Background: an optimization exercise with open tools, aiming at small area. Do not read the settings as production practice. Where RTL was checked, it was by simulation tests only, not by an equivalence proof against the original. Power is estimated from default activity; no workload was simulated.

Setup of P:
## frame_dec_top
module frame_dec_top #(
    parameter logic [31:0] SYNC_WORD = 32'h1234_807F,
    parameter int          K_HASHES  = 5
) (
    input  logic        USER_CLK,
    input  logic        SYSTEM_RESET,
    input  logic        cs_i,
    input  logic [31:0] rx_data_i,
    output logic        synched_o,
    output logic        busy_o,
    output logic [7:0]  byte_o,
    output logic        byte_valid_o,
    output logic [31:0] frame_count_o
);
Size in the first run: ~640 cells after synthesis, ~83 flip-flops, roughly 78 I/O pins.
clock: 8.0 ns
lec_check: 0
cap_margin: 0
core_margin: 2
core_utilization: 40
gpl_timing_driven: 0
slew_margin: 0
standard.sh (not shown) runs the stock make flow with config.mk's settings and CLKGATE_MAP_FILE= SYNTH_SCRIPT=/design/flow/synth_recipe.tcl, a recipe that flattens the netlist after the stock synthesis.
==> flow/flow/run.sh <==
#!/bin/bash
# The standard layout with three changes:
#  - synthesis is the standard flow's own script, except that ABC maps the logic with
#    flow/abc_map.script, an area-oriented script, and adders are left to
#    ABC instead of being mapped to half-adder cells first (the registers
#    come from dfflibmap before ABC runs, so they are the standard
#    synthesis's)
#  - the port buffers use the smallest buffer cell
#  - the clock tree uses small buffers and no dummy loads
set -euo pipefail
W=$PWD
{
    echo 'proc synth {args} { yosys synth -nofsm -noshare {*}$args }'
    echo "proc abc {args} { set i [lsearch -exact \$args -script]; if {\$i >= 0} { lset args [expr {\$i + 1}] $W/flow/abc_map.script }; yosys abc {*}\$args }"
    tail -n +2 "$W/synth_recipe.tcl"
} > "$W/own_synth.tcl"
sed -e "s#SYNTH_SCRIPT=[^ ]*#SYNTH_SCRIPT=$W/own_synth.tcl#" \
    -e "s#CLKGATE_MAP_FILE= #CLKGATE_MAP_FILE= ADDER_MAP_FILE= #" "$W/standard.sh" > "$W/own_standard.sh"
grep -q "SYNTH_SCRIPT=$W/own_synth.tcl" "$W/own_standard.sh"
grep -q "ADDER_MAP_FILE= " "$W/own_standard.sh"
export BUFFER_PORTS_ARGS="-buffer_cell sky130_fd_sc_hd__buf_1"
export CTS_ARGS="-sink_clustering_enable -repair_clock_nets -dont_use_dummy_load -root_buf sky130_fd_sc_hd__clkbuf_8 -buf_list sky130_fd_sc_hd__clkbuf_4"
bash "$W/own_standard.sh" > "$W/flow_standard.log" 2>&1
==> flow/flow/abc_map.script <==
strash
&get -n
&st
&syn3
&dch -f
&put
amap -F 2 -A 8 -m
topo
dnsize -c
#### Input delta (Q over P)
-- flow/design.v --
<<< P, line 14
    output logic [31:0] frame_count_o
);
    logic [1:0]  x_q;
    logic [1:0]  pm_q;
    logic [1:0]  off_q;
    logic [1:0]  fs_q;        
    logic        hit_q;
    assign pm_q  = x_q;
    assign off_q = x_q;
    logic        syn_q;
    logic        rdy_q;
    assign hit_q = fs_q == 2'd1;
    assign syn_q = fs_q == 2'd2;
    assign rdy_q = fs_q == 2'd3;
    logic [4:0]  cnt_q;
    logic        shift;
>>> Q, line 14
    output logic [31:0] frame_count_o
);
    logic [1:0]  pm_q;
    logic        hit_q;
    logic [1:0]  off_q;       
    logic        syn_q;
    logic        rdy_q;
    logic [4:0]  cnt_q;
    logic        shift;
<<< P, line 36
    assign m[2] = pm_q == 2'd3 && rx_data_i[23:0] == SYNC_WORD[31:8];
    assign m[3] = rx_data_i == SYNC_WORD;
    assign m_off = (|m[2:0]) ? pm_q - 2'd1 : 2'd3;
    logic [1:0] pm_next;
    logic [3:1] pe;
    assign pe[1] = rx_data_i[31:8]  == SYNC_WORD[23:0];
    assign pe[2] = rx_data_i[31:16] == SYNC_WORD[15:0];
    assign pe[3] = rx_data_i[31:24] == SYNC_WORD[7:0];
    assign pm_next = {pe[2] | pe[3], pe[1] | pe[3]};
    always_ff @(posedge USER_CLK)
    begin
        if (SYSTEM_RESET)
        begin
            x_q       <= 2'd0;
            fs_q      <= 2'd0;
        end
        else if (cs_i)
>>> Q, line 29
    assign m[2] = pm_q == 2'd3 && rx_data_i[23:0] == SYNC_WORD[31:8];
    assign m[3] = rx_data_i == SYNC_WORD;
    assign m_off = m[0] ? 2'd0 : m[1] ? 2'd1 : m[2] ? 2'd2 : 2'd3;
    logic [1:0] pm_next;
    assign pm_next = rx_data_i[31:8]  == SYNC_WORD[23:0] ? 2'd1 :
                     rx_data_i[31:16] == SYNC_WORD[15:0] ? 2'd2 :
                     rx_data_i[31:24] == SYNC_WORD[7:0]  ? 2'd3 : 2'd0;
    always_ff @(posedge USER_CLK)
    begin
        if (SYSTEM_RESET)
        begin
            pm_q      <= 2'd0;
            hit_q     <= 1'b0;
            syn_q     <= 1'b0;
            rdy_q     <= 1'b0;
        end
        else if (cs_i)
<<< P, line 55
            begin
                if (release_w)
                    fs_q <= 2'd0;
            end
            else
            begin
                if (syn_q)
                begin
                    if (cnt_q == 5'd31)
                    begin
                        fs_q <= 2'd3;
                        x_q  <= 2'd0;   
                    end
                end
                else if (hit_q)
                    fs_q <= 2'd2;
                else
                begin
                    fs_q <= {1'b0, |m};
                    x_q  <= (|m) ? m_off : pm_next;
                end
            end
        end
>>> Q, line 48
            begin
                if (release_w)
                    rdy_q <= 1'b0;
            end
            else
            begin
                pm_q      <= syn_q ? 2'd0 : pm_next;   
                hit_q     <= ~syn_q & (|m);
                if (syn_q)
                begin
                    if (cnt_q == 5'd31)
                    begin
                        syn_q <= 1'b0;
                        rdy_q <= 1'b1;
                    end
                end
                else if (hit_q)
                    syn_q <= 1'b1;
            end
        end
<<< P, line 90
        else
            cnt_q <= cnt_q ^ ntog[4:0];
    end
    logic [1:0]  a;
>>> Q, line 80
        else
            cnt_q <= cnt_q ^ ntog[4:0];
    end
    always_ff @(posedge USER_CLK)
    begin
        if (shift && !syn_q && !hit_q)
            off_q <= m_off;
    end
    logic [1:0]  a;
<<< P, line 193
        tog[0] = cs_i && st_q == S_SRCH && found;
        for (int i = 0; i < 32; i++)
            tog[i+1] = (i == 15) ? tog[0] & (&count_q[15:0]) : tog[i] & count_q[i];
    end
    always_ff @(posedge USER_CLK)
>>> Q, line 188
        tog[0] = cs_i && st_q == S_SRCH && found;
        for (int i = 0; i < 32; i++)
            tog[i+1] = tog[i] & count_q[i];
    end
    always_ff @(posedge USER_CLK)
Notes after the runs:
Compared with P, Q shows a lower cell count along the critical path.
Q: overall power of the completed layout 0.39% below P
In the tables for P and Q, power share of the clock group reads lower with P.
Compared with P, Q shows mapped cell area that has gone up by a few percent.
Summary — global-route usage, Q relative to P: higher, by 0.55 points.
P has higher power dissipated by switching net loads than Q.
Q vs P: synthesized cell count up
Compared to P, the router laid down more metal wire for Q.
No stage failed in Q, and the final checks on the layout all came back clean.


Another version of the RTL of frame_dec_top (not shown whole).
Size in the first run: roughly 560 cells after synthesis, ~110 flip-flops, ~78 I/O pins, roughly 6000 um2 of cells after synthesis.
export LEC_CHECK = 0
export CAP_MARGIN = 20
export CORE_MARGIN = 2
export CORE_UTILIZATION = 55
export PLACE_DENSITY = 0.75
export SLEW_MARGIN = 20
create_clock -name core_clock -period 8.0 [get_ports {USER_CLK}]
==> flow/flow/run.sh <==
#!/bin/bash
# Standard layout with two changes: the smallest buffer cell on the port
# buffers, and a clock tree of a few clkbuf_8 cells without dummy loads
set -euo pipefail
export BUFFER_PORTS_ARGS="-buffer_cell sky130_fd_sc_hd__buf_1"
export CTS_ARGS="-sink_clustering_enable -repair_clock_nets -dont_use_dummy_load -buf_list sky130_fd_sc_hd__clkbuf_8 -sink_clustering_size 30 -sink_clustering_max_diameter 100"
bash standard.sh > flow_standard.log 2>&1
Next try:
--- a/flow/design.v
+++ b/flow/design.v
@@ -129,39 +129,39 @@
     localparam logic [1:0] S_IDLE = 2'd0, S_HASH = 2'd1, S_SRCH = 2'd3, S_DONE = 2'd2;
     logic [1:0]  st_q;
     logic [7:0]  c_q;
     logic [7:0]  tgt_q;
     logic [31:0] count_q;
     logic        code_ok;
     logic        found;
     assign code_ok = acc_q[15:8] == ~acc_q[23:16] &&
                      acc_q[7:0] == {acc_q[16], acc_q[17], acc_q[18], acc_q[19],
                                     acc_q[20], acc_q[21], acc_q[22], acc_q[23]};
-    assign found     = (c_q == 8'd0);
-    assign release_w = (st_q == S_HASH) && found;
+    assign found     = (c_q == tgt_q);
+    assign release_w = (st_q == S_HASH) && (c_q == 8'hFF);
     always_ff @(posedge USER_CLK)
     begin
         if (SYSTEM_RESET)
         begin
             st_q    <= S_IDLE;
         end
         else if (cs_i)
         begin
             case (st_q)
                 S_IDLE:
                 begin
                     if (rdy_q)
                         st_q <= S_HASH;
                 end
                 S_HASH:
                 begin
-                    if (found)
+                    if (c_q == 8'hFF)
                         st_q <= S_SRCH;
                 end
                 S_SRCH:
                 begin
                     if (found)
                         st_q <= S_DONE;
                 end
                 default:
                     st_q <= S_IDLE;
             endcase
@@ -176,37 +176,30 @@
     end
     always_ff @(posedge USER_CLK)
     begin
         if (SYSTEM_RESET)
             count_q <= '0;
         else
             count_q <= count_q ^ tog[31:0];
     end
     logic [8:0] ctog;
     logic       c_ld;
-    logic       c_ldt;
-    assign c_ld  = cs_i && st_q == S_IDLE;
-    assign c_ldt = cs_i && st_q == S_HASH && found;
+    assign c_ld = cs_i && st_q == S_IDLE;
     always_comb
     begin
         ctog[0] = cs_i && st_q != S_IDLE;
         for (int i = 0; i < 8; i++)
-            ctog[i+1] = ctog[i] & ~c_q[i];
-    end
-    always_ff @(posedge USER_CLK)
-    begin
-        if (c_ld)
-            c_q <= 8'd120;
-        else if (c_ldt)
-            c_q <= tgt_q;
-        else
-            c_q <= c_q ^ ctog[7:0];
+            ctog[i+1] = ctog[i] & c_q[i];
+    end
+    always_ff @(posedge USER_CLK)
+    begin
+        c_q <= ((c_q ^ ctog[7:0]) & ~{8{c_ld}}) | ({8{c_ld}} & 8'd135);
     end
     always_ff @(posedge USER_CLK)
     begin
         if (cs_i && st_q == S_IDLE && rdy_q)
             tgt_q <= code_ok ? acc_q[23:16] : 8'hFF;
     end
     assign synched_o     = syn_q;
     assign busy_o        = (st_q != S_IDLE);
     assign byte_o        = tgt_q;
     assign byte_valid_o  = (st_q == S_DONE);
Outcome: The changed run ran to the end with no violations; count of clock-buffer cells in the layout stays the same; fmax rose by 0.48%; design area rose by 1.5%; cell count rose by 1.6%; global-route usage fell by 0.23 points; routed wire length fell by 1.1%; utilization rose by 0.65 points; register-to-register slack gets worse by 0.31 ns; setup slack gets better by 0.036 ns.
Function not checked in the first run of this note: the RTL went through the layout flow alone.

[what the ideal ports hide]
In the flow no input, the clock included, has a driving cell. The finished layouts below were timed again as built, in two steps.
Step 1, drivers: a clkbuf_16 drives USER_CLK and a buf_2 each remaining input, both assumed.
Step 2, shift: input delay + t, output delay - t, t = (earliest + latest rising clock arrival at the registers) / 2. This alone moves slack from input paths to output paths.
Slacks: ideal ports / drivers / drivers and shift; pairs: ideal ports / drivers.
run	t (ns)	setup slack, ns	worst hold slack (ns)	latest minus earliest clock arrival (ns)
P	0.391	0.931 / 0.944 / 0.554	0.476 / 0.476 / 0.476	0.021 / 0.021
Q	0.398	0.969 / 0.983 / 0.584	0.463 / 0.463 / 0.463	0.023 / 0.023
the first run of note 2	0.417	0.409 / 0.424 / 0.006	0.482 / 0.482 / 0.482	0.043 / 0.043
the second run of note 2	0.406	0.445 / 0.459 / 0.052	0.478 / 0.478 / 0.478	0.026 / 0.027
After both steps setup and hold are still met in every run listed. For the first run of note 2, which loses most, drivers alone change the setup slack by +0.015 ns; drivers and shift together by -0.403 ns.
